Source: an optimization exercise on an open RTL-to-GDS flow (aim: small area). Production flows keep margins and buffers that such runs may drop.
The RTL was checked by simulation tests, not by an equivalence proof against the original design.
Power and IR drop assume default switching activity.

File: flow/standard.sh
#!/bin/bash
# synth_recipe.tcl (not shown) runs the flow's synth.tcl, then flattens the netlist and writes it again
# the make line also repeats each setting of config.mk as NAME=value (left out here)
make -C /OpenROAD-flow-scripts/flow DESIGN_CONFIG=/design/flow/config.mk WORK_HOME=/design/flow/orfs CLKGATE_MAP_FILE= SYNTH_SCRIPT=/design/flow/synth_recipe.tcl "${@:-finish}"
File: flow/design.v
module ccu_muldiv_seq (
    input  logic        clk,
    input  logic        rst,
    input  logic        start,
    input  logic [7:0]  alu_mode,
    input  logic [31:0] src1,
    input  logic [31:0] src2,
    input  logic        flush,
    output logic        stall,
    output logic        done,
    output logic [31:0] result,
    output logic        ccu_ans_mux_sel,
    output logic [1:0]  state_dbg
);
    logic [1:0]  st;
    logic [5:0]  cnt;
    logic [2:0]  op;
    logic [33:0] a;      
    logic [31:0] b;      
    logic [31:0] d;      
    logic        negn;   
    logic        c;      
    wire idle   = (st == 2'd0);
    wire busy   = st[0] ^ st[1];
    wire is_md  = (alu_mode[7:4] == 4'h4);
    wire accept = idle & start & is_md & ~flush;
    wire step   = ~cnt[5];
    wire last   = &cnt[4:0];
    wire dv     = (st == 2'd2) & step;               
    wire mstep  = (st == 2'd1) & step;               
    wire is_div = op[2] & ~op[1];
    wire is_rem = op[2] & op[1];
    wire msign  = ~op[2] & ~op[1] & op[0];           
    wire mhigh  = ~op[2] & (op[1] | op[0]);          
    wire sgn_d  = op[2] ? ~op[0] : msign;
    wire negd   = sgn_d & d[31];
    wire align  = is_rem & cnt[5] & (cnt[4:0] == 5'd0);
    wire corr   = is_rem & cnt[5] & (cnt[4:0] == 5'd1);
    wire fix    = cnt[5] & ~align;                   
    wire term   = cnt[5] & (&cnt[4:1]) & (cnt[0] | ~is_rem);
    wire        gate = dv | (mstep & b[0]) | (corr & a[32]);
    wire        sub  = dv ? (~a[33] ^ negd)
                          : ((mstep & last & b[0] & (op[1] ^ op[0]) & ~op[2]) | (corr & negd));
    wire [32:0] y    = ({33{gate}} & {sgn_d & d[31], d}) ^ {33{sub}};
    logic [32:0] s;
    mds_add33 u_add (.x(a[32:0]), .y(y), .ci(sub), .s(s));
    wire        e_n  = (&s) | (c & a[0]);
    wire q1     = b[30];                             
    wire negn_e = negn & ~(is_div & q1);             
    wire inv_e  = is_div ? (negn_e ^ negd) : negn_e;
    wire c0     = is_rem ? (negn & e_n) : (inv_e ^ (negn_e & e_n));
    wire inv    = op[2] & (is_div ? (negn ^ negd) : negn);
    wire sin    = (is_rem | mhigh) ? s[0] : b[0];
    wire t      = sin ^ inv;
    wire o      = is_rem ? (t & ~c) : (t ^ c);
    always_ff @(posedge clk or posedge rst) begin
        if (rst) begin
            st <= 2'd0;
        end else begin
            case (st)
                2'd0: if (accept) st <= alu_mode[2] ? 2'd2 : 2'd1;
                2'd3: st <= 2'd0;
                default: begin
                    if (flush) st <= 2'd0;
                    else if (term) st <= 2'd3;
                end
            endcase
        end
    end
    wire        ml   = busy & ~dv;                   
    wire        a32  = align ? a[33] : (msign & s[32]);
    wire [33:0] a_dv = {s[32], s[32:0], b[30] ^ negn};
    wire [33:0] a_ml = {s[32], a32, s[32:1]};
    wire [33:0] a_in = {33'd0, src1[31] & alu_mode[2] & alu_mode[0]};
    wire [33:0] a_n  = ({34{dv}} & a_dv) | ({34{ml}} & a_ml) | ({34{idle}} & a_in);
    wire [31:0] b_dv = {b[30:0], ~s[32]};
    wire [31:0] b_ml = {fix ? o : s[0], b[31:1]};
    wire [31:0] b_n  = ({32{idle}} & src1) | ({32{dv}} & b_dv) | ({32{ml}} & b_ml);
    always_ff @(posedge clk) begin
        a <= a_n;
        b <= b_n;
        if (idle) begin
            cnt  <= '0;
            op   <= alu_mode[2:0];
            d    <= src2;
            negn <= alu_mode[2] & ~alu_mode[0] & src1[31];
            c    <= 1'b0;
        end else begin
            cnt <= cnt + 6'd1;
            if (dv) begin
                if (last) begin
                    c    <= c0;
                    negn <= negn_e;
                end else begin
                    c <= e_n;
                end
            end else if (fix & is_div) begin
                c <= c & t;
            end
        end
    end
    assign stall           = accept | busy;
    assign done            = (st == 2'd3);
    assign ccu_ans_mux_sel = done;
    assign state_dbg       = st;
    assign result          = {o, b[31:1]};
endmodule
module mds_add33 (
    input  logic [32:0] x,
    input  logic [32:0] y,
    input  logic        ci,
    output logic [32:0] s
);
    logic g0, p0, g1, p1, c11, c22;
    mds_gp #(.W(11)) u_gp0 (.x(x[10:0]),  .y(y[10:0]),  .g(g0), .p(p0));
    mds_gp #(.W(11)) u_gp1 (.x(x[21:11]), .y(y[21:11]), .g(g1), .p(p1));
    assign c11 = g0 | (p0 & ci);
    assign c22 = g1 | (p1 & c11);
    mds_rca #(.W(11)) u_r0 (.x(x[10:0]),  .y(y[10:0]),  .ci(ci),  .s(s[10:0]));
    mds_rca #(.W(11)) u_r1 (.x(x[21:11]), .y(y[21:11]), .ci(c11), .s(s[21:11]));
    mds_rca #(.W(11)) u_r2 (.x(x[32:22]), .y(y[32:22]), .ci(c22), .s(s[32:22]));
endmodule
module mds_gp #(
    parameter int W = 11
) (
    input  logic [W-1:0] x,
    input  logic [W-1:0] y,
    output logic         g,
    output logic         p
);
    always_comb begin
        g = 1'b0;
        for (int i = 0; i < W; i++) g = (x[i] & y[i]) | ((x[i] | y[i]) & g);
    end
    assign p = &(x | y);
endmodule
module mds_rca #(
    parameter int W = 11
) (
    input  logic [W-1:0] x,
    input  logic [W-1:0] y,
    input  logic         ci,
    output logic [W-1:0] s
);
    logic [W:0] c;
    always_comb begin
        c[0] = ci;
        for (int i = 0; i < W; i++) begin
            s[i]   = x[i] ^ y[i] ^ c[i];
            c[i+1] = (x[i] & y[i]) | (c[i] & (x[i] ^ y[i]));
        end
    end
endmodule
File: flow/constraint.sdc
create_clock -name core_clock -period 10.5 [get_ports {clk}]
set_input_delay 2.1000 -clock core_clock [delete_from_list [all_inputs] [get_ports {clk}]]
set_output_delay 2.1000 -clock core_clock [all_outputs]
set_load 0.01 [all_outputs]
File: flow/config.mk
export PLATFORM = sky130hd
export DESIGN_NAME = ccu_muldiv_seq
export DESIGN_NICKNAME = ccu_muldiv_seq
export VERILOG_FILES = /design/flow/design.v
export SDC_FILE = /design/flow/constraint.sdc
export NUM_CORES = 4
export LEC_CHECK = 0
export CAP_MARGIN = 20
export CORE_MARGIN = 2
export CORE_UTILIZATION = 40
export SLEW_MARGIN = 20
export SYNTH_HIERARCHICAL = 1
export SYNTH_MINIMUM_KEEP_SIZE = 0
File: flow/flow/run.sh
#!/bin/bash
set -euo pipefail
export BUFFER_PORTS_ARGS="-buffer_cell sky130_fd_sc_hd__buf_1"
bash standard.sh > flow_make.log 2>&1
==> impl_metrics.py, run 1 <==
metrics = {
    "run_status": {
        "status": "timing/DRC/antenna clean",
    },
    "clocking": {
        "insertion_delay_ns": 0.36,
        "cts_made_buffers": 9,
        "cts_root_buf": "clkbuf_16",
        "cts_hold_buf": 0,
        "cts_tree": "yes",
        "path_clk_slew_ns": 0.08,
        "ctsResizeCount": 0,
        "post_cts_buffers": 0,
        "htree_levels": 3,
        "clkSinkCount": 111,
        "clk_path_buf_depth": 2,
    },
    "die": {
        "core_area_sq_mm": 0.0150,
        "dieHeight_um": 127,
        "die_area_sq_mm": 0.0162,
        "rows": 45,
        "initial_core_util_pct": 40.4,
        "ioPinCount": 113,
        "die_w_um": 127,
    },
    "worst_setup_path": {
        "crit_required_ns": 10.78,
        "cp.arrival_ns": 9.09,
        "max_stage_delay_ns": 0.63,
        "worstSetupEndpointType": "flop",
        "worst_path_most_repeated_cell": "fa_1",
        "path_class": "flop to flop",
        "crit_fanout": 19,
        "slowest_stage": "o22ai_2",
        "cp-start-kind": "flop",
    },
    "detailed_routing": {
        "drt_iter0_drc": 343,
        "drc_errors": 0,
        "dr.pass1.iters": 8,
        "vias": 4352,
        "drt_wl_total_um": 12800,
        "avgRoutedWirePerCell_um": 15.7,
        "drtAntennaViolNets": 0,
        "vias_per_cell": 5.34,
    },
    "power": {
        "p_leak_nw": 2.65,
        "irDropWorstVdd_mv": 0.196,
        "power_mw": 2.55,
        "power_density_mw_per_mm2": 383,
    },
    "place": {
        "dp_cells": 799,
        "place_ws_ns": 1.73,
        "gp_congestion": 0.799,
        "dp_hpwl_um": 8980,
        "numPortBuffers": 111,
    },
    "final_layout": {
        "drive_gt1_share_pct": 5.58,
        "n_antenna_cell": 0,
        "multi_input_area_sq_mm": 0.00284,
        "fin_cells": 815,
        "finalNetCount": 739,
        "n_fill_cell": 1418,
        "seqCellArea_sq_mm": 0.00259,
        "area_growth_pct": 9.44,
    },
    "yosys": {
        "seq_area_frac_synth_pct": 42.7,
        "ys_types": 60,
        "synth_area_per_cell_sq_um": 10.9,
        "synthesis.area_sq_mm": 0.00607,
        "synth-edff-count": 36,
        "yosys_most_used_dff": "dfxtp_1",
        "postSynthCellCount": 558,
        "synth_fp_nets": 675,
        "yosysWarnings": 9,
        "async_flop_share_pct": 1.80,
        "synth_seq_cells": 111,
    },
    "timing": {
        "setup_viol": 0,
        "setup_tns_ns": 0,
        "timing.final.hold_violations": 0,
        "period_share_pct": 83.9,
        "fin_crit_ns": 8.81,
        "setup_ws_ns": 1.69,
        "slew_violations": 0,
        "clock_skew_ns": 0.00906,
        "rsz0062_at_grt": "false",
        "tightestPinTransition_ns": 0.884,
        "max_freq_mhz": 114,
        "holdWs_ns": 0.508,
        "relSlewSlack_pct": 41.1,
    },
    "min_path": {
        "hold_path.class": "flop to flop",
    },
    "run": {
        "max-cap-violations": 0,
    },
    "global_route": {
        "grt_pass1_vias": 4326,
        "track_usage_pct": 16.4,
        "overflow": 0,
        "grt_antenna_before_repair": 0,
        "grt_pass1_wl_um": 21200,
        "grt_start_max_net_pins": 82,
    },
}
kinds of logic after synthesis:
group / Yosys count / share of synthesized area [%]
DFF: 111 / 42.7
buffers and inverters: 122 / 10.8
xor gates and xnor gates: 43 / 6.95
and+or+nand+nor: 114 / 10.0
adders and majority gates: 41 / 12.2
AOI/OAI and AO/OA: 123 / 16.7
muxes: 4 / 0.701
cell usage after synthesis, types with 7 or more instances:
library cell / count / area share (%)
buf_1: 7 / 0.43
nor2_1: 14 / 0.87
nand2_1: 48 / 3.0
dfxtp_1: 73 / 24
o22ai_1: 8 / 0.82
ha_1: 11 / 2.3
a222oi_1: 30 / 4.9
edfxtp_1: 36 / 18
buf_4: 34 / 4.2
nand4_1: 9 / 0.93
nand3_1: 7 / 0.58
xor2_1: 36 / 5.2
inv_1: 60 / 3.7
o21ai_0: 9 / 0.74
a21oi_1: 8 / 0.66
nor2b_1: 7 / 0.72
clkbuf_1: 13 / 0.80
a22oi_1: 8 / 0.99
fa_1: 30 / 9.9
a22o_1: 30 / 4.3
Yosys stat by module (local to each module, per instance), excerpt:
| module | cells | times used | cell area [sq um] | flip-flops and latches |
|---|---|---|---|---|
| ccu_muldiv_seq | 458 | 1 | 5010 | 111 |
| mds_add33 | 2 | 1 | 15.0 | 0 |
flip-flops by register name (all words and copies together) (netlist names):
| name | cells |
|---|---|
| negn | 1 |
| cnt | 6 |
| c | 1 |
| a | 34 |
| b | 32 |
| op | 3 |
| d | 32 |
| st | 2 |
routing by layer:
metal	track usage [%]	share of wire (%)	vias up
li1	-	-	2103
met1	21.3	45	2108
met2	26.7	48	130
met3	4.44	5.7	11
met4	5.17	1.4	0
met5	0	0	-
cells in the final DEF, fill, tap and decap left out, types with 4 or more instances in the layout:
master | netlist | layout
a21oi_1 | 8 | 8
a222oi_1 | 30 | 30
a22o_1 | 30 | 30
a22oi_1 | 8 | 8
a31oi_1 | 4 | 4
buf_1 | 7 | 111
buf_4 | 34 | 4
clkbuf_16 | 0 | 10
dfxtp_1 | 73 | 73
edfxtp_1 | 36 | 36
fa_1 | 30 | 30
ha_1 | 11 | 10
inv_1 | 60 | 60
nand2_1 | 48 | 48
nand3_1 | 7 | 7
nand4_1 | 9 | 9
nor2_1 | 14 | 14
nor2b_1 | 7 | 6
nor3_1 | 5 | 5
o211ai_1 | 5 | 5
o21ai_0 | 9 | 9
o221ai_1 | 4 | 4
o22ai_1 | 8 | 8
xnor2_1 | 4 | 4
xor2_1 | 36 | 36
through the flow:
| step | utilization [%] | cell area, sq um |
|---|---|---|
| CTS | 44.2 | 6640 |
| finish | 44.2 | 6640 |
| global route | 44.2 | 6640 |
| detailed placement | 42.2 | 6340 |
| floorplan | - | 6070 |
| global placement | 42.1 | 6330 |
critical path, delay by kind of cell, from the launching register on:
family | cells | cell delay (ns)
AO/OA/AOI/OAI | 5 | 1.46
flip-flops | 1 | 0.61
AND/OR/NAND/NOR | 8 | 1.49
adder cells (fa/ha/maj) | 10 | 3.69
buffers and inverters | 3 | 0.49
multiplexers | 1 | 0.30
XOR/XNOR | 2 | 0.69
report_power, final:
group / internal [mW] / total [mW] / switching (mW)
Combinational: 0.579 / 1.46 / 0.879
Clock: 0.182 / 0.356 / 0.174
Sequential: 0.618 / 0.733 / 0.115
final timing paths:
kind / slack (ns) / to / cells past startpoint / from
setup / recovery: 1.69 / c$_SDFFE_PP0P_ / 29 / cnt[5]$_SDFF_PP0_
hold / removal: 0.51 / b[15]$_DFF_P_ / 2 / b[16]$_DFF_P_
setup reg to reg: 1.69 / c$_SDFFE_PP0P_ / 29 / cnt[5]$_SDFF_PP0_
hold reg to reg: 0.51 / b[15]$_DFF_P_ / 2 / b[16]$_DFF_P_
max in group asynchronous: 8.83 / st[0]$_DFFE_PP0P_ / 2 / rst
min in group asynchronous: 1.56 / st[1]$_DFFE_PP0P_ / 2 / rst
final cells by class:
cell class                 count  area share, %
clock inverter                 6          0.829
clock buffer                  10           3.77
inverter                      60           3.39
multi-input combinational    325           42.7
sequential                   111           39.0
tap                          188           3.54
timing repair buffer         115           6.72
==> run 2: changes to the inputs <==
--- a/flow/config.mk
+++ b/flow/config.mk
@@ -8,6 +8,7 @@
 export CAP_MARGIN = 20
 export CORE_MARGIN = 2
 export CORE_UTILIZATION = 40
+export CTS_BUF_LIST = sky130_fd_sc_hd__clkbuf_8
 export SLEW_MARGIN = 20
 export SYNTH_HIERARCHICAL = 1
 export SYNTH_MINIMUM_KEEP_SIZE = 0
==> run 2 against run 1 <==
Compared with the run above: synthesized area is the same; routed wire length down 0.42%; maximum frequency rose by 0.21%; worst setup slack improved by 0.019 ns; power down 3.0%; final area decreased by 1.5%; cell count stayed put; sequential power is essentially flat; critical endpoint unchanged; critical path type unchanged; sequential share of layout area rose by 0.57 points.
==> impl_metrics.py, run 2 <==
metrics = {
    "run_status": {
        "status": "timing/DRC/antenna clean",
    },
    "worst_setup_path": {
        "cp.depth": 29,
        "cp-start-kind": "flop",
        "worst_path_most_repeated_cell": "fa_1",
        "path_class": "flop to flop",
        "path_buf_inv": 3,
        "crit_required_ns": 10.81,
        "r2r_cells": 29,
        "slowest_stage": "o22ai_2",
        "cp.arrival_ns": 9.10,
        "critical_path.top_delay_family": "adder cells",
        "max_stage_delay_ns": 0.64,
        "crit_fanout": 19,
        "worstSetupEndpointType": "flop",
    },
    "clocking": {
        "clk_path_buf_depth": 2,
        "cts_hold_buf": 0,
        "ctsResizeCount": 0,
        "post_cts_buffers": 0,
        "htree_levels": 3,
        "cts_root_buf": "clkbuf_8",
        "path_clk_slew_ns": 0.12,
        "insertion_delay_ns": 0.39,
        "cts_tree": "yes",
        "clkSinkCount": 111,
        "cts_made_buffers": 9,
    },
    "die": {
        "die_area_sq_mm": 0.0162,
        "initial_core_util_pct": 40.4,
        "ioPinCount": 113,
        "core_area_sq_mm": 0.0150,
        "rows": 45,
        "die_w_um": 127,
        "dieHeight_um": 127,
    },
    "final_layout": {
        "final_common_cell": "buf_1",
        "seqCellArea_sq_mm": 0.00259,
        "top_register": "a",
        "largestRegisters": "a x34, b x32, d x32",
        "finalNetCount": 739,
        "largest_reg_flops": 34,
        "area_growth_pct": 7.85,
        "final_cell_mix": "buf_1, dfxtp_1, inv_1",
        "multi_input_area_sq_mm": 0.00284,
        "drive_gt1_share_pct": 5.58,
        "n_fill_cell": 1426,
        "n_antenna_cell": 0,
    },
    "timing": {
        "max_freq_mhz": 114,
        "setup_tns_ns": 0,
        "period_share_pct": 83.7,
        "timing.final.hold_violations": 0,
        "fin_crit_ns": 8.79,
        "slew_violations": 0,
        "tightestPinTransition_ns": 0.894,
        "relSlewSlack_pct": 40.4,
        "setup_viol": 0,
        "clock_skew_ns": 0.0150,
        "holdWs_ns": 0.515,
        "rsz0062_at_grt": "false",
    },
    "yosys": {
        "yosys-top-cells-area": "dfxtp_1, edfxtp_1, fa_1",
        "synth_commonest_cells": "dfxtp_1, inv_1, nand2_1, edfxtp_1, xor2_1",
        "synth.most_common_cell": "dfxtp_1",
        "synth.top_cell.area_share_pct": 24.1,
        "async_flop_share_pct": 1.80,
        "synth_area_per_cell_sq_um": 10.9,
        "seq_area_frac_synth_pct": 42.7,
        "ys_types": 60,
        "postSynthCellCount": 558,
        "yosys_most_used_dff": "dfxtp_1",
        "synthesis.area_sq_mm": 0.00607,
        "synth-edff-count": 36,
        "synth_seq_cells": 111,
        "yosysWarnings": 9,
        "synth_fp_nets": 675,
        "yosys.area.top_type": "dfxtp_1",
    },
    "global_route": {
        "grt_start_max_net_pins": 82,
        "track_usage_pct": 16.2,
        "grt_antenna_before_repair": 0,
        "grt_pass1_wl_um": 21100,
        "overflow": 0,
        "grt_pass1_vias": 4317,
    },
    "detailed_routing": {
        "drt_iter0_drc": 335,
        "drt_wl_total_um": 12800,
        "vias": 4370,
        "drtAntennaViolNets": 0,
        "drc_errors": 0,
        "vias_per_cell": 5.36,
        "avgRoutedWirePerCell_um": 15.7,
        "dr.pass1.iters": 7,
    },
    "power": {
        "p_switching_mw": 1.16,
        "clockPowerShare_pct": 11.3,
        "p_comb_share_pct": 59.1,
        "internal-power_mw": 1.31,
        "power_density_mw_per_mm2": 377,
        "p_leak_nw": 2.61,
        "sw_frac_of_total_pct": 46.8,
        "irDropWorstVdd_mv": 0.195,
        "seq_power_share_pct": 29.6,
    },
    "place": {
        "numPortBuffers": 111,
        "gp_congestion": 0.799,
        "dp_hpwl_um": 8980,
    },
    "min_path": {
        "whs_path_depth": 2,
        "hold_path.class": "flop to flop",
    },
    "run": {
        "max-cap-violations": 0,
    },
}
[run 2: cell counts after synthesis]
Identical to the previous run, type by type.
[run 2: final cells by class]
class / instances / share of cell area (%)
Sequential cell: 111 / 39.6
Clock inverter: 7 / 1.30
Inverter: 60 / 3.44
Clock buffer: 9 / 1.89
Timing Repair Buffer: 115 / 6.82
Multi-Input combinational cell: 325 / 43.4
Tap cell: 188 / 3.59
[run 2: through the flow]
step	util (%)	instances	instance area (sq um)	total power, mW	setup WS [ns]
3_5_place_dp	42.2	799	6340	2.19	1.73
3_3_place_gp	42.1	799	6330	2.16	1.81
5_1_grt	43.6	815	6550	2.70	1.10
6_report	43.6	815	6550	2.47	1.71
2_1_floorplan	-	558	6070	1.92	2.72
4_1_cts	43.6	815	6550	2.48	1.70
[run 2: path summary, 6_finish.rpt]
kind                                     end              start  slack, ns
max                           c$_SDFFE_PP0P_  cnt[5]$_SDFF_PP0_       1.71
min                            b[15]$_DFF_P_      b[16]$_DFF_P_       0.51
max reg2reg                   c$_SDFFE_PP0P_  cnt[5]$_SDFF_PP0_       1.71
min reg2reg                    b[15]$_DFF_P_      b[16]$_DFF_P_       0.51
max in group asynchronous  st[0]$_DFFE_PP0P_                rst       8.86
min in group asynchronous  st[0]$_DFFE_PP0P_                rst       1.53
[run 2: power groups by stage]
| stage | registers, mW | logic (mW) | clock network, mW |
|---|---|---|---|
| detailed placement | 0.742 | 1.44 | 0 |
| floorplan | 0.708 | 1.21 | 0 |
| global route | 0.754 | 1.64 | 0.302 |
| finish | 0.732 | 1.46 | 0.278 |
| CTS | 0.733 | 1.46 | 0.288 |
| global placement | 0.737 | 1.42 | 0 |
[run 2: worst reg2reg max path, delay by kind of cell (launching register included)]
kind,cells,cell delay (ns)
buf+inv,3,0.49
fa+ha+maj,10,3.69
mux,1,0.30
xor+xnor,2,0.68
compound gates,5,1.47
simple gates,8,1.48
flops,1,0.62
[run 2: kinds of logic (layout without fill, tap and decap cells)]
logic type / Yosys count / in the layout / synth area share (%)
buf+inv: 122 / 191 / 10.8
flops: 111 / 111 / 42.7
fa+ha+maj: 41 / 41 / 12.2
simple gates: 114 / 114 / 10.0
compound gates: 123 / 123 / 16.7
mux: 4 / 4 / 0.701
xor+xnor: 43 / 43 / 6.95
[run 2: metal layers]
layer  vias up  part of all wire, %  global-route usage [%]
met5         -                    0                       0
met2       132                   48                    26.4
li1       2102                    -                       -
met1      2124                   45                    21.3
met3        12                  6.1                    4.69
met4         0                 0.96                    4.01
[run 2: per-module statistics from Yosys, one instance, submodules excluded, excerpt]
module / cells inside / flops+latches / copies in the design
ccu_muldiv_seq: 458 / 111 / 1
mds_add33: 2 / 0 / 1
==> run 3: changes to the inputs <==
==> flow/run.sh (new file) <==
#!/bin/bash
# synth_recipe.tcl (not shown) runs the flow's synth.tcl, then flattens the netlist and writes it again
# the make line also repeats each setting of config.mk as NAME=value (left out here)
make -C /OpenROAD-flow-scripts/flow DESIGN_CONFIG=/design/flow/config.mk WORK_HOME=/design/flow/orfs CLKGATE_MAP_FILE= SYNTH_SCRIPT=/design/flow/synth_recipe.tcl finish
--- a/flow/config.mk
+++ b/flow/config.mk
@@ -8,7 +8,6 @@
 export CAP_MARGIN = 20
 export CORE_MARGIN = 2
 export CORE_UTILIZATION = 40
-export CTS_BUF_LIST = sky130_fd_sc_hd__clkbuf_8
 export SLEW_MARGIN = 20
 export SYNTH_HIERARCHICAL = 1
 export SYNTH_MINIMUM_KEEP_SIZE = 0
removed: flow/flow/run.sh
removed: flow/standard.sh
==> run 3 against run 2 <==
Compared with the run above: sequential power hardly changed; sequential share of layout area is 4.4 points lower; critical endpoint unchanged; non-clock buffer count stayed put; clock-buffer cell count is 2 higher; synthesized area stayed put; die area stayed put; largest cell class unchanged; hold slack worse by 0.017 ns; power is 7.7% higher.
==> impl_metrics.py, run 3 <==
metrics = {
    "run_status": {
        "status": "timing/DRC/antenna clean",
    },
    "yosys": {
        "synth_commonest_cells": "dfxtp_1, inv_1, nand2_1, edfxtp_1, xor2_1",
        "yosys.area.top_type": "dfxtp_1",
        "postSynthCellCount": 558,
        "yosys_most_used_dff": "dfxtp_1",
        "synth.most_common_cell": "dfxtp_1",
        "synth_area_per_cell_sq_um": 10.9,
        "synth.top_cell.area_share_pct": 24.1,
        "synth-edff-count": 36,
        "synth_seq_cells": 111,
        "synth_fp_nets": 675,
        "yosysWarnings": 9,
        "yosys-top-cells-area": "dfxtp_1, edfxtp_1, fa_1",
        "synthesis.area_sq_mm": 0.00607,
        "ys_types": 60,
        "async_flop_share_pct": 1.80,
        "seq_area_frac_synth_pct": 42.7,
    },
    "worst_setup_path": {
        "cp.arrival_ns": 9.13,
        "r2r_slack_ns": 1.64,
        "path_buf_inv": 3,
        "worstSetupEndpointType": "flop",
        "worst_path_most_repeated_cell": "fa_1",
        "cp.depth": 29,
        "crit_required_ns": 10.77,
        "max_stage_delay_ns": 0.73,
        "slowest_stage": "o22ai_2",
        "r2r-end": "c$_SDFFE_PP0P_",
        "critical_path.top_delay_family": "adder cells",
        "cp-start-kind": "flop",
        "crit_fanout": 17,
        "path_class": "flop to flop",
        "crit_start": "cnt[5]$_SDFF_PP0_",
        "r2r-start": "cnt[5]$_SDFF_PP0_",
        "r2r_cells": 29,
        "crit_end": "c$_SDFFE_PP0P_",
    },
    "min_path": {
        "hold_path.class": "flop to flop",
        "min_from": "b[31]$_DFF_P_",
    },
    "detailed_routing": {
        "drc_errors": 0,
        "vias_per_cell": 5.38,
        "drt_iter0_drc": 292,
        "avgRoutedWirePerCell_um": 16.5,
        "dr.pass1.iters": 7,
        "drtAntennaViolNets": 0,
        "drt_wl_total_um": 13400,
        "vias": 4387,
    },
    "clocking": {
        "ctsResizeCount": 0,
        "cts_made_buffers": 9,
        "insertion_delay_ns": 0.36,
        "cts_tree": "yes",
        "clk_path_buf_depth": 2,
        "path_clk_slew_ns": 0.08,
        "post_cts_buffers": 0,
        "clkSinkCount": 111,
        "htree_levels": 3,
        "cts_hold_buf": 0,
        "cts_root_buf": "clkbuf_16",
    },
    "timing": {
        "setup_tns_ns": 0,
        "slew_violations": 0,
        "setup_viol": 0,
        "setup_ws_ns": 1.64,
        "fin_crit_ns": 8.86,
        "clock_skew_ns": 0.00759,
        "holdWs_ns": 0.498,
        "period_share_pct": 84.3,
        "timing.final.hold_violations": 0,
        "rsz0062_at_grt": "false",
        "relSlewSlack_pct": 37.2,
        "max_freq_mhz": 113,
        "tightestPinTransition_ns": 0.939,
    },
    "power": {
        "power_density_mw_per_mm2": 362,
        "p_leak_nw": 2.95,
        "power_mw": 2.66,
        "irDropWorstVdd_mv": 0.236,
    },
    "final_layout": {
        "final_cell_mix": "clkdlybuf4s50_1, dfxtp_1, inv_1",
        "top_register": "a",
        "n_antenna_cell": 0,
        "area_growth_pct": 21.2,
        "finalNetCount": 739,
        "n_fill_cell": 1394,
        "largestRegisters": "a x34, b x32, d x32",
        "drive_gt1_share_pct": 5.58,
        "final_common_cell": "clkdlybuf4s50_1",
        "largest_reg_flops": 34,
        "seqCellArea_sq_mm": 0.00259,
        "multi_input_area_sq_mm": 0.00284,
    },
    "die": {
        "initial_core_util_pct": 40.4,
        "die_area_sq_mm": 0.0162,
        "core_area_sq_mm": 0.0150,
        "rows": 45,
        "ioPinCount": 113,
        "die_w_um": 127,
        "dieHeight_um": 127,
    },
    "global_route": {
        "grt_pass1_wl_um": 21800,
        "grt_antenna_before_repair": 0,
        "overflow": 0,
        "track_usage_pct": 16.9,
        "grt_start_max_net_pins": 82,
        "grt_pass1_vias": 4474,
    },
    "place": {
        "place_ws_ns": 1.68,
        "dp_hpwl_um": 9300,
        "gp_congestion": 0.815,
        "numPortBuffers": 111,
    },
    "run": {
        "max-cap-violations": 0,
    },
}
==> run 3: cell counts after synthesis <==
Identical to the previous run, type by type.
==> run 3: how the worst min path moves through the flow <==
stage	slack [ns]	endpoint	cells after the start
after CTS	0.50	b[30]$_DFF_P_	2
after detailed placement	0.48	b[30]$_DFF_P_	2
after floorplan	0.45	b[30]$_DFF_P_	2
final	0.50	b[30]$_DFF_P_	2
after global routing	0.53	b[15]$_DFF_P_	2
after global placement	0.47	b[30]$_DFF_P_	2
==> run 3: cell type report <==
cell class / count / area share, %
tap: 188 / 3.20
inverter: 60 / 3.06
multi-input combinational: 325 / 38.6
clock inverter: 5 / 0.663
sequential: 111 / 35.2
clock buffer: 11 / 3.74
timing repair buffer: 115 / 15.5
==> run 3: kinds of logic after synthesis <==
logic type / count (synthesis) / synth area share, %
compound gates: 123 / 16.7
buf+inv: 122 / 10.8
simple gates: 114 / 10.0
flops: 111 / 42.7
xor+xnor: 43 / 6.95
fa+ha+maj: 41 / 12.2
mux: 4 / 0.701
==> run 3: worst register-to-register path: cells and delay by family (launching register included) <==
kind | cells | cell delay (ns)
AOI/OAI and AO/OA | 5 | 1.58
adders and majority gates | 10 | 3.69
and+or+nand+nor | 8 | 1.45
buffers and inverters | 3 | 0.47
muxes | 1 | 0.28
DFF | 1 | 0.61
xor gates and xnor gates | 2 | 0.71
==> run 3: modules after synthesis (local to each module, per instance), excerpt <==
module,area (sq um),flip-flops and latches,times used
mds_add33,15.0,0,1
ccu_muldiv_seq,5010,111,1
==> run 3: power breakdown <==
group / switching [mW] / internal (mW) / leakage (nW) / total (mW)
registers: 0.117 / 0.618 / 0.967 / 0.735
logic: 0.887 / 0.673 / 1.83 / 1.56
clock network: 0.170 / 0.196 / 0.161 / 0.366
==> run 3: metrics by stage <==
stage | cells | utilization [%] | cell area, sq um
detailed placement | 799 | 46.8 | 7030
finish | 815 | 48.9 | 7360
global placement | 799 | 46.8 | 7030
floorplan | 558 | - | 6070
global route | 815 | 48.9 | 7360
CTS | 815 | 48.9 | 7360
==> run 3: routing by layer <==
layer	track usage [%]	vias up	part of all wire [%]
met2	27.9	124	49
met4	6.14	0	1.8
met5	0	-	0
met3	4.48	16	5.1
li1	-	2094	-
met1	21.4	2153	44
==> run 4: changes to the inputs <==
==> flow/flow/run.sh (new file) <==
#!/bin/bash
# The standard layout with two changes, passed to ORFS through its own
# variables: single-drive buffers on the ports, and a clock tree of
# clkbuf_8 cells without dummy balancing loads, and
# power recovery (downsizing gates off the critical paths) after global route. Make's full output (every
# ORFS step also keeps its own log under orfs/logs) goes to flow_make.log.
set -euo pipefail
export BUFFER_PORTS_ARGS="-buffer_cell sky130_fd_sc_hd__buf_1"
export RECOVER_POWER=100
export CTS_ARGS="-sink_clustering_enable -repair_clock_nets -buf_list sky130_fd_sc_hd__clkbuf_8 -dont_use_dummy_load"
bash standard.sh > flow_make.log 2>&1
==> flow/standard.sh (new file) <==
#!/bin/bash
# synth_recipe.tcl (not shown) runs the flow's synth.tcl, then flattens the netlist and writes it again
# the make line also repeats each setting of config.mk as NAME=value (left out here)
make -C /OpenROAD-flow-scripts/flow DESIGN_CONFIG=/design/flow/config.mk WORK_HOME=/design/flow/orfs CLKGATE_MAP_FILE= SYNTH_SCRIPT=/design/flow/synth_recipe.tcl "${@:-finish}"
--- a/flow/config.mk
+++ b/flow/config.mk
@@ -8,6 +8,7 @@
 export CAP_MARGIN = 20
 export CORE_MARGIN = 2
 export CORE_UTILIZATION = 40
+export CTS_BUF_LIST = sky130_fd_sc_hd__clkbuf_8
 export SLEW_MARGIN = 20
 export SYNTH_HIERARCHICAL = 1
 export SYNTH_MINIMUM_KEEP_SIZE = 0
removed: flow/run.sh
==> run 4 against run 3 <==
Compared with the run above: now fails the layout checks on capacitance limit, slew limit; sequential cell count stayed put; worst setup slack worse by 0.36 ns; synthesized cell count stayed put; cell count is 0.86% lower; die area stayed put; critical endpoint unchanged; largest power group unchanged.
==> impl_metrics.py, run 4 <==
metrics = {
    "run_status": {
        "status": "failed layout checks",
        "failed_checks": "capacitance limit, slew limit",
    },
    "detailed_routing": {
        "dr.pass1.iters": 8,
        "drt_iter0_drc": 379,
        "vias_per_cell": 5.36,
        "drt_wl_total_um": 12800,
        "drtAntennaViolNets": 0,
        "avgRoutedWirePerCell_um": 15.8,
        "drc_errors": 0,
        "vias": 4331,
    },
    "final_layout": {
        "drive_gt1_share_pct": 3.87,
        "final_common_cell": "buf_1",
        "fin_cells": 808,
        "top_register": "a",
        "n_fill_cell": 1436,
        "final_cell_mix": "buf_1, dfxtp_1, inv_1",
        "largest_reg_flops": 34,
        "finalNetCount": 739,
        "n_antenna_cell": 0,
        "area_growth_pct": 6.14,
        "largestRegisters": "a x34, b x32, d x32",
    },
    "timing": {
        "clock_skew_ns": 0.0372,
        "fin_crit_ns": 9.22,
        "timing.final.hold_violations": 0,
        "period_share_pct": 87.8,
        "tightestPinTransition_ns": 3.77,
        "setup_viol": 0,
        "setup_tns_ns": 0,
        "slew_violations": 82,
        "rsz0062_at_grt": "false",
        "max_freq_mhz": 108,
        "relSlewSlack_pct": -152,
    },
    "clocking": {
        "ctsResizeCount": 0,
        "path_clk_slew_ns": 0.12,
        "cts_tree": "yes",
        "cts_made_buffers": 9,
        "insertion_delay_ns": 0.39,
        "cts_root_buf": "clkbuf_8",
        "post_cts_buffers": 0,
        "clkSinkCount": 111,
        "cts_hold_buf": 0,
        "htree_levels": 3,
        "clk_path_buf_depth": 2,
    },
    "yosys": {
        "synth_commonest_cells": "dfxtp_1, inv_1, nand2_1, edfxtp_1, xor2_1",
        "async_flop_share_pct": 1.80,
        "synth.most_common_cell": "dfxtp_1",
        "synth_seq_cells": 111,
        "postSynthCellCount": 558,
        "synthesis.area_sq_mm": 0.00607,
        "synth_fp_nets": 675,
        "yosysWarnings": 9,
        "yosys_most_used_dff": "dfxtp_1",
        "synth.top_cell.area_share_pct": 24.1,
        "yosys.area.top_type": "dfxtp_1",
        "synth-edff-count": 36,
        "synth_area_per_cell_sq_um": 10.9,
        "seq_area_frac_synth_pct": 42.7,
        "yosys-top-cells-area": "dfxtp_1, edfxtp_1, fa_1",
        "ys_types": 60,
    },
    "global_route": {
        "grt_pass1_vias": 4308,
        "track_usage_pct": 16.2,
        "overflow": 0,
        "grt_start_max_net_pins": 82,
        "grt_antenna_before_repair": 0,
        "grt_pass1_wl_um": 21100,
    },
    "worst_setup_path": {
        "max_stage_delay_ns": 1.01,
        "path_class": "flop to flop",
        "r2r_slack_ns": 1.28,
        "r2r-end": "c$_SDFFE_PP0P_",
        "worst_path_most_repeated_cell": "fa_1",
        "cp-start-kind": "flop",
        "r2r-start": "cnt[5]$_SDFF_PP0_",
        "worstSetupEndpointType": "flop",
        "crit_fanout": 19,
        "cp.arrival_ns": 9.51,
        "crit_required_ns": 10.79,
        "r2r_cells": 29,
        "slowest_stage": "o22ai_1",
    },
    "die": {
        "initial_core_util_pct": 40.4,
        "dieHeight_um": 127,
        "ioPinCount": 113,
        "core_area_sq_mm": 0.0150,
        "rows": 45,
        "die_area_sq_mm": 0.0162,
        "die_w_um": 127,
    },
    "place": {
        "numPortBuffers": 111,
        "gp_congestion": 0.799,
        "dp_hpwl_um": 8980,
        "dp_cells": 799,
    },
    "min_path": {
        "min_from": "b[26]$_DFF_P_",
        "whs_path_depth": 2,
        "hold_path.class": "flop to flop",
        "hold_end": "b[27]$_DFF_P_",
    },
    "power": {
        "irDropWorstVdd_mv": 0.196,
        "power_mw": 2.41,
        "power_density_mw_per_mm2": 374,
        "p_leak_nw": 2.56,
    },
    "run": {
        "max-cap-violations": 1,
    },
}
[run 4: changes by cell type in the layout (fill, tap and decap cells not counted)]
cell and change:
clkbuf_1 +1, o22ai_1 +1, ha_2 -1, nor4b_2 -1, o22ai_2 -1, clkbuf_8 +9, ha_1 +1, inv_6 -3
buf_1 +111, inv_8 -2, buf_4 -1, clkbuf_16 -11, clkdlybuf4s50_1 -111, nor4b_1 +1
[run 4: layer usage]
| layer | routed length, um | part of all wire (%) | GRT usage (%) |
|---|---|---|---|
| met5 | 0 | 0 | 0 |
| met4 | 115 | 0.90 | 3.94 |
| met3 | 736 | 5.8 | 4.82 |
| met2 | 6180 | 48 | 26.7 |
| met1 | 5730 | 45 | 21.1 |
[run 4: kinds of logic (layout without fill, tap and decap cells)]
| logic type | Yosys count | in the layout | synth area share [%] |
|---|---|---|---|
| compound gates | 123 | 123 | 16.7 |
| simple gates | 114 | 114 | 10.0 |
| fa+ha+maj | 41 | 41 | 12.2 |
| mux | 4 | 4 | 0.701 |
| xor+xnor | 43 | 43 | 6.95 |
| buf+inv | 122 | 184 | 10.8 |
| flops | 111 | 111 | 42.7 |
[run 4: critical path, delay by kind of cell (launching register included)]
family	cells	cell delay (ns)
buf+inv	3	0.53
flops	1	0.59
mux	1	0.30
xor+xnor	2	0.68
compound gates	5	1.84
simple gates	8	1.52
fa+ha+maj	10	3.69
[run 4: through the flow]
step	utilization [%]	hold WS [ns]	setup WS, ns	instance area [sq um]
2_1_floorplan	-	0.450	2.72	6070
3_3_place_gp	42.1	0.475	1.81	6330
3_5_place_dp	42.2	0.479	1.73	6340
4_1_cts	43.0	0.493	1.71	6460
5_1_grt	42.9	0.508	0.638	6440
6_report	42.9	0.486	1.28	6440
[run 4: area by class of cell]
type | count | area (sq um) | share of cell area [%]
inverters | 60 | 225 | 3.50
flip-flops and latches | 111 | 2590 | 40.2
repair buffers | 115 | 443 | 6.87
clock buffers | 9 | 124 | 1.92
well taps | 188 | 235 | 3.65
multi-input cells | 325 | 2820 | 43.8
[run 4: power breakdown]
group          switching, mW  total (mW)  leakage, nW  internal (mW)
combinational          0.879        1.46         1.53          0.582
clock                  0.133       0.210       0.0647         0.0775
sequential             0.114       0.738        0.967          0.624
[run 4: per-module statistics from Yosys, one instance, submodules excluded, excerpt]
module,flops+latches,cells,copies in the design,area (sq um)
ccu_muldiv_seq,111,458,1,5010
mds_add33,0,2,1,15.0
[run 4: how the worst max path moves through the flow]
stage,end,from,cells past startpoint,slack [ns]
2_1_floorplan,c$_SDFFE_PP0P_,st[0]$_DFFE_PP0P_,32,2.72
3_3_place_gp,c$_SDFFE_PP0P_,cnt[5]$_SDFF_PP0_,29,1.81
3_5_place_dp,c$_SDFFE_PP0P_,cnt[5]$_SDFF_PP0_,29,1.73
4_1_cts,c$_SDFFE_PP0P_,cnt[5]$_SDFF_PP0_,29,1.71
5_1_grt,c$_SDFFE_PP0P_,cnt[5]$_SDFF_PP0_,29,0.64
6_report,c$_SDFFE_PP0P_,cnt[5]$_SDFF_PP0_,29,1.28
==> run 5: changes to the inputs <==
--- a/flow/config.mk
+++ b/flow/config.mk
@@ -5,10 +5,10 @@
 export SDC_FILE = /design/flow/constraint.sdc
 export NUM_CORES = 4
 export LEC_CHECK = 0
-export CAP_MARGIN = 20
+export CAP_MARGIN = 0
 export CORE_MARGIN = 2
 export CORE_UTILIZATION = 40
 export CTS_BUF_LIST = sky130_fd_sc_hd__clkbuf_8
-export SLEW_MARGIN = 20
+export SLEW_MARGIN = 0
 export SYNTH_HIERARCHICAL = 1
 export SYNTH_MINIMUM_KEEP_SIZE = 0
==> run 5 against run 4 <==
Compared with the run above: the layout still fails its checks (capacitance limit, slew limit); via count rose by 0.42%; register-to-register slack improved by 0.07 ns; hold slack got worse by 0.0017 ns; sequential share of layout area hardly changed; power is 0.44% lower.
==> impl_metrics.py, run 5 <==
metrics = {
    "min_path": {
        "hold_path.class": "flop to flop",
        "whs_path_depth": 2,
        "min_from": "b[26]$_DFF_P_",
        "hold_end": "b[27]$_DFF_P_",
    },
    "detailed_routing": {
        "vias_per_cell": 5.38,
        "drt_wl_total_um": 12700,
        "avgRoutedWirePerCell_um": 15.7,
        "dr.pass1.iters": 7,
        "vias": 4349,
        "drtAntennaViolNets": 0,
        "drc_errors": 0,
        "drt_iter0_drc": 328,
    },
    "worst_setup_path": {
        "slowest_stage": "o22ai_1",
        "r2r_cells": 29,
        "max_stage_delay_ns": 0.97,
        "cp.arrival_ns": 9.44,
        "worst_path_most_repeated_cell": "fa_1",
        "crit_fanout": 19,
        "r2r-start": "cnt[5]$_SDFF_PP0_",
        "path_class": "flop to flop",
        "critical_path.top_delay_family": "adder cells",
        "path_buf_inv": 3,
        "worstSetupEndpointType": "flop",
        "cp-start-kind": "flop",
        "r2r-end": "c$_SDFFE_PP0P_",
        "crit_required_ns": 10.79,
        "r2r_slack_ns": 1.35,
    },
    "power": {
        "p_leak_nw": 2.56,
        "p_comb_share_pct": 60.6,
        "sw_frac_of_total_pct": 46.6,
        "p_switching_mw": 1.12,
        "power_density_mw_per_mm2": 372,
        "irDropWorstVdd_mv": 0.192,
        "clockPowerShare_pct": 8.7,
        "seq_power_share_pct": 30.8,
        "internal-power_mw": 1.28,
    },
    "final_layout": {
        "largest_reg_flops": 34,
        "drive_gt1_share_pct": 3.87,
        "area_growth_pct": 6.08,
        "fin_cells": 808,
        "final_core_util_pct": 42.8,
        "final_cell_mix": "buf_1, dfxtp_1, inv_1",
        "largestRegisters": "a x34, b x32, d x32",
        "final_common_cell": "buf_1",
        "n_antenna_cell": 0,
        "finalNetCount": 739,
        "top_register": "a",
        "n_fill_cell": 1455,
    },
    "global_route": {
        "track_usage_pct": 16.0,
        "grt_start_max_net_pins": 82,
        "grt_pass1_wl_um": 20800,
        "grt_pass1_vias": 4237,
        "grt_antenna_before_repair": 0,
        "overflow": 0,
    },
    "yosys": {
        "ys_types": 60,
        "synth_seq_cells": 111,
        "synth-edff-count": 36,
        "synthXorXnorAreaFrac_pct": 6.95,
        "synth_area_per_cell_sq_um": 10.9,
        "yosysWarnings": 9,
        "synthesis.area_sq_mm": 0.00607,
        "synth-simple-area-share_pct": 10.0,
        "synth-compound-area-share_pct": 16.7,
        "synth_top_family_by_area": "compound AO/OA/AOI/OAI gates",
        "async_flop_share_pct": 1.80,
        "muxShareOfSynthArea_pct": 0.701,
        "synth.most_common_cell": "dfxtp_1",
        "yosys-top-cells-area": "dfxtp_1, edfxtp_1, fa_1",
        "seq_area_frac_synth_pct": 42.7,
        "synth.top_cell.area_share_pct": 24.1,
        "synth_fa_ha_area_share_pct": 12.2,
        "yosys_most_used_dff": "dfxtp_1",
        "synth_commonest_cells": "dfxtp_1, inv_1, nand2_1, edfxtp_1, xor2_1",
        "postSynthCellCount": 558,
        "synth_fp_nets": 675,
        "yosys.area.top_type": "dfxtp_1",
    },
    "timing": {
        "setup_ws_ns": 1.35,
        "clock_skew_ns": 0.0368,
        "fin_crit_ns": 9.15,
        "timing.final.hold_violations": 0,
        "period_share_pct": 87.1,
        "setup_viol": 0,
        "rsz0062_at_grt": "false",
        "relSlewSlack_pct": -151,
        "tightestPinTransition_ns": 3.77,
        "slew_violations": 82,
        "setup_tns_ns": 0,
        "max_freq_mhz": 109,
    },
    "clocking": {
        "ctsResizeCount": 0,
        "cts_tree": "yes",
        "cts_hold_buf": 0,
        "cts_root_buf": "clkbuf_8",
        "insertion_delay_ns": 0.40,
        "clkSinkCount": 111,
        "clk_path_buf_depth": 2,
        "cts_made_buffers": 9,
        "post_cts_buffers": 0,
        "htree_levels": 3,
        "path_clk_slew_ns": 0.12,
    },
    "die": {
        "die_w_um": 127,
        "ioPinCount": 113,
        "initial_core_util_pct": 40.4,
        "core_area_sq_mm": 0.0150,
        "rows": 45,
        "die_area_sq_mm": 0.0162,
        "dieHeight_um": 127,
    },
    "place": {
        "numPortBuffers": 111,
        "dp_hpwl_um": 8930,
        "gp_congestion": 0.799,
        "dp_cells": 799,
        "place_ws_ns": 1.77,
    },
    "run_status": {
        "status": "failed layout checks",
        "failed_checks": "capacitance limit, slew limit",
    },
    "run": {
        "max-cap-violations": 1,
    },
}
run 5: cell counts after synthesis:
Identical to the previous run, type by type.
run 5: stage by stage:
step	total power, mW	hold slack [ns]	area [sq um]
4_1_cts	2.41	0.485	6460
3_5_place_dp	2.18	0.463	6330
6_report	2.40	0.484	6440
2_1_floorplan	1.92	0.450	6070
5_1_grt	2.63	0.509	6440
3_3_place_gp	2.16	0.475	6330
run 5: worst max-delay path by stage:
stage | end | start | slack [ns] | cells after the start
after global routing | c$_SDFFE_PP0P_ | cnt[5]$_SDFF_PP0_ | 0.64 | 29
after CTS | c$_SDFFE_PP0P_ | cnt[5]$_SDFF_PP0_ | 1.72 | 29
after floorplan | c$_SDFFE_PP0P_ | st[0]$_DFFE_PP0P_ | 2.72 | 32
after global placement | c$_SDFFE_PP0P_ | cnt[5]$_SDFF_PP0_ | 1.81 | 29
after detailed placement | c$_SDFFE_PP0P_ | cnt[5]$_SDFF_PP0_ | 1.77 | 29
final | c$_SDFFE_PP0P_ | cnt[5]$_SDFF_PP0_ | 1.35 | 29
run 5: final cells by class:
cell class	count	area, sq um	area share [%]
inverter	60	225	3.50
sequential	111	2590	40.3
timing repair buffer	115	443	6.88
multi-input combinational	325	2820	43.8
clock buffer	9	124	1.92
tap	188	235	3.65
run 5: power groups by stage:
stage | logic [mW] | registers (mW) | clock network [mW]
after floorplan | 1.21 | 0.708 | 0
after global placement | 1.42 | 0.737 | 0
after detailed placement | 1.44 | 0.741 | 0
after CTS | 1.46 | 0.733 | 0.219
after global routing | 1.64 | 0.761 | 0.232
final | 1.45 | 0.738 | 0.208
run 5: tightest hold or removal path, stage by stage (launching register included):
cell	delay [ns]
dfxtp_1	0.36
a222oi_1	0.09
inv_1	0.05
run 5: cell families after synthesis:
kind of cell,Yosys count
flip-flops,111
AO/OA/AOI/OAI,123
AND/OR/NAND/NOR,114
XOR/XNOR,43
multiplexers,4
adder cells (fa/ha/maj),41
buffers and inverters,122
run 5: routing by layer:
metal / routed length [um] / GRT usage (%)
met3: 730 / 4.94
met5: 0 / 0
met4: 166 / 4.78
met1: 5710 / 20.6
met2: 6060 / 26.0
run 5: per-module statistics from Yosys, one instance, submodules excluded, a selection:
module | cells | cell area (sq um) | copies in the design | flip-flops and latches
ccu_muldiv_seq | 458 | 5010 | 1 | 111
mds_add33 | 2 | 15.0 | 1 | 0
==> run 6: changes to the inputs <==
==> flow/flow/run.sh (replaced) <==
#!/bin/bash
# The standard layout with two changes, passed to ORFS through its own
# variables: single-drive buffers on the ports, and a clock tree of
# clkbuf_8 cells without dummy balancing loads.
# ORFS step also keeps its own log under orfs/logs) goes to flow_make.log.
set -euo pipefail
export BUFFER_PORTS_ARGS="-buffer_cell sky130_fd_sc_hd__buf_1"
export CTS_ARGS="-sink_clustering_enable -repair_clock_nets -buf_list sky130_fd_sc_hd__clkbuf_8 -dont_use_dummy_load"
bash standard.sh > flow_make.log 2>&1
==> run 6 against run 5 <==
Compared with the run above: sequential share of layout area down 0.12 points; synthesized cell count did not move; clock-buffer cell count unchanged; utilization grew 0.12 points; the run now finishes clean; critical path type unchanged; worst setup slack improved by 0.40 ns; critical endpoint unchanged; clock skew down 0.0017 ns.
==> impl_metrics.py, run 6 <==
metrics = {
    "worst_setup_path": {
        "crit_required_ns": 10.79,
        "cp.arrival_ns": 9.04,
        "crit_fanout": 19,
        "max_stage_delay_ns": 0.61,
        "slowest_stage": "o22ai_2",
        "path_class": "flop to flop",
        "cp.depth": 29,
        "path_buf_inv": 3,
        "r2r_cells": 29,
        "worst_path_most_repeated_cell": "fa_1",
        "cp-start-kind": "flop",
        "worstSetupEndpointType": "flop",
        "critical_path.top_delay_family": "adder cells",
    },
    "yosys": {
        "synth_area_per_cell_sq_um": 10.9,
        "synthesis.area_sq_mm": 0.00607,
        "synth_fa_ha_area_share_pct": 12.2,
        "yosys_most_used_dff": "dfxtp_1",
        "seq_area_frac_synth_pct": 42.7,
        "synth-compound-area-share_pct": 16.7,
        "synth_seq_cells": 111,
        "ys_types": 60,
        "synth-edff-count": 36,
        "synthXorXnorAreaFrac_pct": 6.95,
        "synth_top_family_by_area": "compound AO/OA/AOI/OAI gates",
        "yosysWarnings": 9,
        "synth.most_common_cell": "dfxtp_1",
        "synth_fp_nets": 675,
        "muxShareOfSynthArea_pct": 0.701,
        "yosys.area.top_type": "dfxtp_1",
        "async_flop_share_pct": 1.80,
        "synth_commonest_cells": "dfxtp_1, inv_1, nand2_1, edfxtp_1, xor2_1",
        "synth-simple-area-share_pct": 10.0,
        "synth.top_cell.area_share_pct": 24.1,
        "postSynthCellCount": 558,
        "yosys-top-cells-area": "dfxtp_1, edfxtp_1, fa_1",
    },
    "final_layout": {
        "area_growth_pct": 6.39,
        "n_fill_cell": 1453,
        "finalNetCount": 739,
        "largest_reg_flops": 34,
        "largestRegisters": "a x34, b x32, d x32",
        "seqCellArea_sq_mm": 0.00259,
        "top_register": "a",
        "final_cell_mix": "buf_1, dfxtp_1, inv_1",
        "final_core_util_pct": 43.0,
        "n_antenna_cell": 0,
        "final_common_cell": "buf_1",
        "multi_input_area_sq_mm": 0.00284,
        "drive_gt1_share_pct": 4.52,
    },
    "clocking": {
        "clk_path_buf_depth": 2,
        "post_cts_buffers": 0,
        "clkSinkCount": 111,
        "cts_hold_buf": 0,
        "htree_levels": 3,
        "ctsResizeCount": 0,
        "path_clk_slew_ns": 0.12,
        "insertion_delay_ns": 0.40,
        "cts_tree": "yes",
        "cts_root_buf": "clkbuf_8",
        "cts_made_buffers": 9,
    },
    "die": {
        "rows": 45,
        "die_area_sq_mm": 0.0162,
        "core_area_sq_mm": 0.0150,
        "initial_core_util_pct": 40.4,
        "ioPinCount": 113,
        "dieHeight_um": 127,
        "die_w_um": 127,
    },
    "detailed_routing": {
        "drtAntennaViolNets": 0,
        "vias": 4360,
        "vias_per_cell": 5.40,
        "drt_iter0_drc": 311,
        "dr.pass1.iters": 8,
        "drt_wl_total_um": 12700,
        "drc_errors": 0,
        "avgRoutedWirePerCell_um": 15.7,
    },
    "min_path": {
        "whs_path_depth": 2,
        "hold_path.class": "flop to flop",
    },
    "global_route": {
        "overflow": 0,
        "grt_pass1_vias": 4237,
        "grt_start_max_net_pins": 82,
        "grt_pass1_wl_um": 20800,
        "grt_antenna_before_repair": 0,
        "track_usage_pct": 16.0,
    },
    "timing": {
        "relSlewSlack_pct": 17.5,
        "setup_viol": 0,
        "timing.final.hold_violations": 0,
        "clock_skew_ns": 0.0351,
        "max_freq_mhz": 114,
        "rsz0062_at_grt": "false",
        "setup_tns_ns": 0,
        "slew_violations": 0,
        "fin_crit_ns": 8.75,
        "tightestPinTransition_ns": 1.24,
        "period_share_pct": 83.3,
    },
    "place": {
        "gp_congestion": 0.799,
        "numPortBuffers": 111,
        "dp_hpwl_um": 8930,
    },
    "power": {
        "power_density_mw_per_mm2": 371,
        "p_leak_nw": 2.56,
        "irDropWorstVdd_mv": 0.175,
    },
    "run": {
        "max-cap-violations": 0,
    },
    "run_status": {
        "status": "timing/DRC/antenna clean",
    },
}
## run 6: cell counts after synthesis
Identical to the previous run, type by type.
## run 6: final timing paths
| path | from | end | slack (ns) |
|---|---|---|---|
| min | b[25]$_DFF_P_ | b[24]$_DFF_P_ | 0.49 |
| max | cnt[5]$_SDFF_PP0_ | c$_SDFFE_PP0P_ | 1.75 |
| max in group asynchronous | rst | st[0]$_DFFE_PP0P_ | 8.84 |
| max reg2reg | cnt[5]$_SDFF_PP0_ | c$_SDFFE_PP0P_ | 1.75 |
| min reg2reg | b[25]$_DFF_P_ | b[24]$_DFF_P_ | 0.49 |
| min in group asynchronous | rst | st[1]$_DFFE_PP0P_ | 1.55 |
## run 6: kinds of logic after synthesis
family	after synthesis
multiplexers	4
adder cells (fa/ha/maj)	41
AO/OA/AOI/OAI	123
flip-flops	111
XOR/XNOR	43
buffers and inverters	122
AND/OR/NAND/NOR	114
## run 6: metrics by stage
stage	total power [mW]	instances	instance area (sq um)	setup slack (ns)	hold slack, ns
2_1_floorplan	1.92	558	6070	2.72	0.450
3_3_place_gp	2.16	799	6330	1.81	0.475
3_5_place_dp	2.18	799	6330	1.77	0.463
4_1_cts	2.41	808	6460	1.72	0.485
5_1_grt	2.62	808	6460	1.13	0.509
6_report	2.39	808	6460	1.75	0.493
## run 6: area by class of cell
class / count / area share (%)
Tap cell: 188 / 3.64
Sequential cell: 111 / 40.1
Inverter: 60 / 3.49
Clock buffer: 9 / 1.92
Timing Repair Buffer: 115 / 6.92
Multi-Input combinational cell: 325 / 43.9
## run 6: layer usage
layer,track usage (%),up-vias,part of all wire (%)
li1,-,2091,-
met1,20.6,2138,45
met2,26.0,119,47
met3,4.94,12,5.7
met4,4.78,0,1.4
met5,0,-,0
## run 6: worst min-delay path, cell delays in order (launching register included)
cell and delay (ns):
dfxtp_1 0.37, a222oi_1 0.08, inv_1 0.06
## run 6: per-module statistics from Yosys, one instance, submodules excluded, a selection
module / cells inside / copies in the design / area, sq um / flops+latches
mds_add33: 2 / 1 / 15.0 / 0
ccu_muldiv_seq: 458 / 1 / 5010 / 111
## run 6: power by group
| part | leakage (nW) | internal [mW] | switching [mW] |
|---|---|---|---|
| sequential | 0.967 | 0.618 | 0.114 |
| clock | 0.0647 | 0.0774 | 0.131 |
| combinational | 1.53 | 0.578 | 0.875 |
| total | 2.56 | 1.27 | 1.12 |
==> run 7: changes to the inputs <==
--- a/flow/config.mk
+++ b/flow/config.mk
@@ -5,10 +5,10 @@
 export SDC_FILE = /design/flow/constraint.sdc
 export NUM_CORES = 4
 export LEC_CHECK = 0
-export CAP_MARGIN = 0
+export CAP_MARGIN = 20
 export CORE_MARGIN = 2
-export CORE_UTILIZATION = 40
+export CORE_UTILIZATION = 60
 export CTS_BUF_LIST = sky130_fd_sc_hd__clkbuf_8
-export SLEW_MARGIN = 0
+export SLEW_MARGIN = 20
 export SYNTH_HIERARCHICAL = 1
 export SYNTH_MINIMUM_KEEP_SIZE = 0
==> run 7 against run 6 <==
Compared with the run above: utilization grew 22 points; clock-buffer cell count unchanged; combinational power about the same; sequential cell count did not move; synthesized cell count stayed put; still clean on timing, DRC and antenna; critical endpoint unchanged.
==> impl_metrics.py, run 7 <==
metrics = {
    "timing": {
        "fin_crit_ns": 8.91,
        "setup_tns_ns": 0,
        "timing.final.hold_violations": 0,
        "relSlewSlack_pct": 37.2,
        "slew_violations": 0,
        "rsz0062_at_grt": "false",
        "setup_viol": 0,
        "tightestPinTransition_ns": 0.938,
        "period_share_pct": 84.9,
        "max_freq_mhz": 112,
        "holdWs_ns": 0.496,
        "clock_skew_ns": 0.0408,
    },
    "detailed_routing": {
        "wl_met3_um": 580,
        "vias": 4361,
        "drtAntennaViolNets": 0,
        "met1_length_um": 5260,
        "dr.pass1.iters": 7,
        "vias_per_cell": 5.79,
        "wl_met2_um": 6130,
        "top_layer": "met4",
        "drc_errors": 0,
        "drt_wl_total_um": 12200,
        "drt_iter0_drc": 267,
        "avgRoutedWirePerCell_um": 16.2,
    },
    "final_layout": {
        "largestRegisters": "a x34, b x32, d x32",
        "design_area_sq_mm": 0.00639,
        "fin_cells": 753,
        "drive_gt1_share_pct": 4.52,
        "largest_reg_flops": 34,
        "finalNetCount": 739,
        "top_register": "a",
        "n_antenna_cell": 0,
        "area_growth_pct": 5.32,
        "final_cell_mix": "buf_1, dfxtp_1, inv_1",
        "final_common_cell": "buf_1",
    },
    "worst_setup_path": {
        "path_class": "flop to flop",
        "worstSetupEndpointType": "flop",
        "r2r-start": "st[0]$_DFFE_PP0P_",
        "path_buf_inv": 3,
        "crit_fanout": 23,
        "critical_path.top_delay_family": "adder cells",
        "r2r-end": "c$_SDFFE_PP0P_",
        "max_stage_delay_ns": 0.82,
        "cp.arrival_ns": 9.19,
        "r2r_slack_ns": 1.59,
        "crit_required_ns": 10.78,
        "r2r_cells": 29,
        "worst_path_most_repeated_cell": "fa_1",
        "slowest_stage": "o21ai_4",
        "cp-start-kind": "flop",
    },
    "yosys": {
        "synth.top_cell.area_share_pct": 24.1,
        "synthesis.area_sq_mm": 0.00607,
        "ys_types": 60,
        "yosys-top-cells-area": "dfxtp_1, edfxtp_1, fa_1",
        "async_flop_share_pct": 1.80,
        "seq_area_frac_synth_pct": 42.7,
        "yosys.area.top_type": "dfxtp_1",
        "synth_fp_nets": 675,
        "synth_commonest_cells": "dfxtp_1, inv_1, nand2_1, edfxtp_1, xor2_1",
        "yosysWarnings": 9,
        "synth_seq_cells": 111,
        "synth_area_per_cell_sq_um": 10.9,
        "postSynthCellCount": 558,
        "synth-edff-count": 36,
        "yosys_most_used_dff": "dfxtp_1",
        "synth.most_common_cell": "dfxtp_1",
    },
    "power": {
        "p_leak_nw": 2.56,
        "irDropWorstVdd_mv": 0.278,
        "power_density_mw_per_mm2": 374,
    },
    "die": {
        "ioPinCount": 113,
        "die_w_um": 105,
        "die_area_sq_mm": 0.0109,
        "initial_core_util_pct": 61.8,
        "rows": 36,
        "dieHeight_um": 105,
        "core_area_sq_mm": 0.00982,
    },
    "run": {
        "max-cap-violations": 0,
    },
    "global_route": {
        "track_usage_pct": 23.5,
        "grt_pass1_vias": 4393,
        "grt_start_max_net_pins": 82,
        "grt_antenna_before_repair": 0,
        "overflow": 0,
        "grt_pass1_wl_um": 20700,
    },
    "clocking": {
        "cts_hold_buf": 0,
        "cts_root_buf": "clkbuf_8",
        "cts_made_buffers": 9,
        "htree_levels": 3,
        "ctsResizeCount": 0,
        "cts_tree": "yes",
        "clkSinkCount": 111,
        "clk_path_buf_depth": 2,
        "path_clk_slew_ns": 0.11,
        "post_cts_buffers": 0,
        "insertion_delay_ns": 0.39,
    },
    "min_path": {
        "min_from": "b[31]$_DFF_P_",
        "hold_end": "b[30]$_DFF_P_",
        "whs_path_depth": 2,
        "hold_path.class": "flop to flop",
    },
    "place": {
        "place_area_sq_mm": 0.00627,
        "gp_congestion": 0.857,
        "dp_cells": 744,
        "numPortBuffers": 111,
        "dp_hpwl_um": 8670,
    },
    "run_status": {
        "status": "timing/DRC/antenna clean",
    },
}
-- run 7: cell types whose count changed in the layout (fill, tap and decap cells not counted) --
cell | before | now
mux2_4 | 0 | 1
mux2_2 | 2 | 1
-- run 7: layout make-up --
type,count,area [sq um]
Clock buffer,9,124
Fill cell,859,3430
Inverter,60,225
Multi-Input combinational cell,325,2840
Sequential cell,111,2590
Tap cell,133,166
Timing Repair Buffer,115,447
-- run 7: cells by family after synthesis --
family / synth area share [%]
XOR/XNOR: 6.95
buffers and inverters: 10.8
adder cells (fa/ha/maj): 12.2
AND/OR/NAND/NOR: 10.0
flip-flops: 42.7
multiplexers: 0.701
AO/OA/AOI/OAI: 16.7
-- run 7: power by group --
group	leakage [nW]	internal, mW	switching, mW
Clock	0.0647	0.0773	0.128
Combinational	1.53	0.580	0.877
Sequential	0.967	0.617	0.113
-- run 7: worst max-delay path by stage --
stage / start / endpoint / slack, ns / cells after the start
after floorplan: st[0]$_DFFE_PP0P_ / c$_SDFFE_PP0P_ / 2.72 / 32
after global placement: st[0]$_DFFE_PP0P_ / c$_SDFFE_PP0P_ / 1.83 / 29
after detailed placement: st[0]$_DFFE_PP0P_ / c$_SDFFE_PP0P_ / 1.65 / 29
after CTS: st[0]$_DFFE_PP0P_ / c$_SDFFE_PP0P_ / 1.61 / 29
after global routing: st[0]$_DFFE_PP0P_ / c$_SDFFE_PP0P_ / 1.05 / 29
final: st[0]$_DFFE_PP0P_ / c$_SDFFE_PP0P_ / 1.59 / 29
-- run 7: Yosys stat by module (local to each module, per instance), excerpt --
| module | area, sq um | cells inside |
|---|---|---|
| ccu_muldiv_seq | 5010 | 458 |
| mds_add33 | 15.0 | 2 |
-- run 7: through the flow --
stage / total power [mW] / utilization [%] / setup WS (ns)
floorplan: 1.92 / - / 2.72
global placement: 2.15 / 63.8 / 1.83
detailed placement: 2.18 / 63.8 / 1.65
CTS: 2.40 / 65.1 / 1.61
global route: 2.61 / 65.1 / 1.05
finish: 2.39 / 65.1 / 1.59
-- run 7: worst register-to-register path: cells and delay by family, from the launching register on --
family	cells	cell delay [ns]
xor gates and xnor gates	2	0.83
and+or+nand+nor	6	1.09
DFF	1	0.44
muxes	1	0.29
adders and majority gates	11	3.95
AOI/OAI and AO/OA	6	1.97
buffers and inverters	3	0.26
-- run 7: per-layer routing --
| layer | vias to the layer above | track usage [%] |
|---|---|---|
| li1 | 2091 | - |
| met1 | 2159 | 29.9 |
| met2 | 96 | 39.4 |
| met3 | 15 | 6.80 |
| met4 | 0 | 6.67 |
| met5 | - | 0 |

==> re-timing with driven ports <==
The results above use ideal ports. As a check the final layouts listed here were re-extracted and re-timed, cells and wires unchanged.
Step 1: set_driving_cell puts a clkbuf_16 on clk and a buf_2 on each other input, an assumption about the parent block.
Step 2, shift: input delay + t, output delay - t, t = (earliest + latest rising clock arrival at the registers) / 2. This alone moves slack from input paths to output paths.
a / b / c = ideal / step 1 / step 2; a / b = the first two.
run	shift t [ns]	setup slack, ns	hold slack, ns	latest minus earliest clock arrival (ns)	cell pins on the clock port's net
run 1	0.401	1.690 / 1.690 / 1.690	0.508 / 0.508 / 0.508	0.013 / 0.013	1
run 2	0.424	1.709 / 1.709 / 1.709	0.515 / 0.515 / 0.515	0.017 / 0.017	1
run 3	0.397	1.644 / 1.644 / 1.644	0.498 / 0.498 / 0.498	0.008 / 0.008	1
run 4	0.415	1.279 / 1.279 / 1.279	0.486 / 0.486 / 0.486	0.038 / 0.038	1
run 5	0.421	1.352 / 1.352 / 1.352	0.484 / 0.484 / 0.484	0.037 / 0.038	1
run 6	0.421	1.749 / 1.749 / 1.749	0.493 / 0.493 / 0.493	0.036 / 0.036	1
run 7	0.409	1.590 / 1.590 / 1.590	0.496 / 0.496 / 0.496	0.041 / 0.041	1
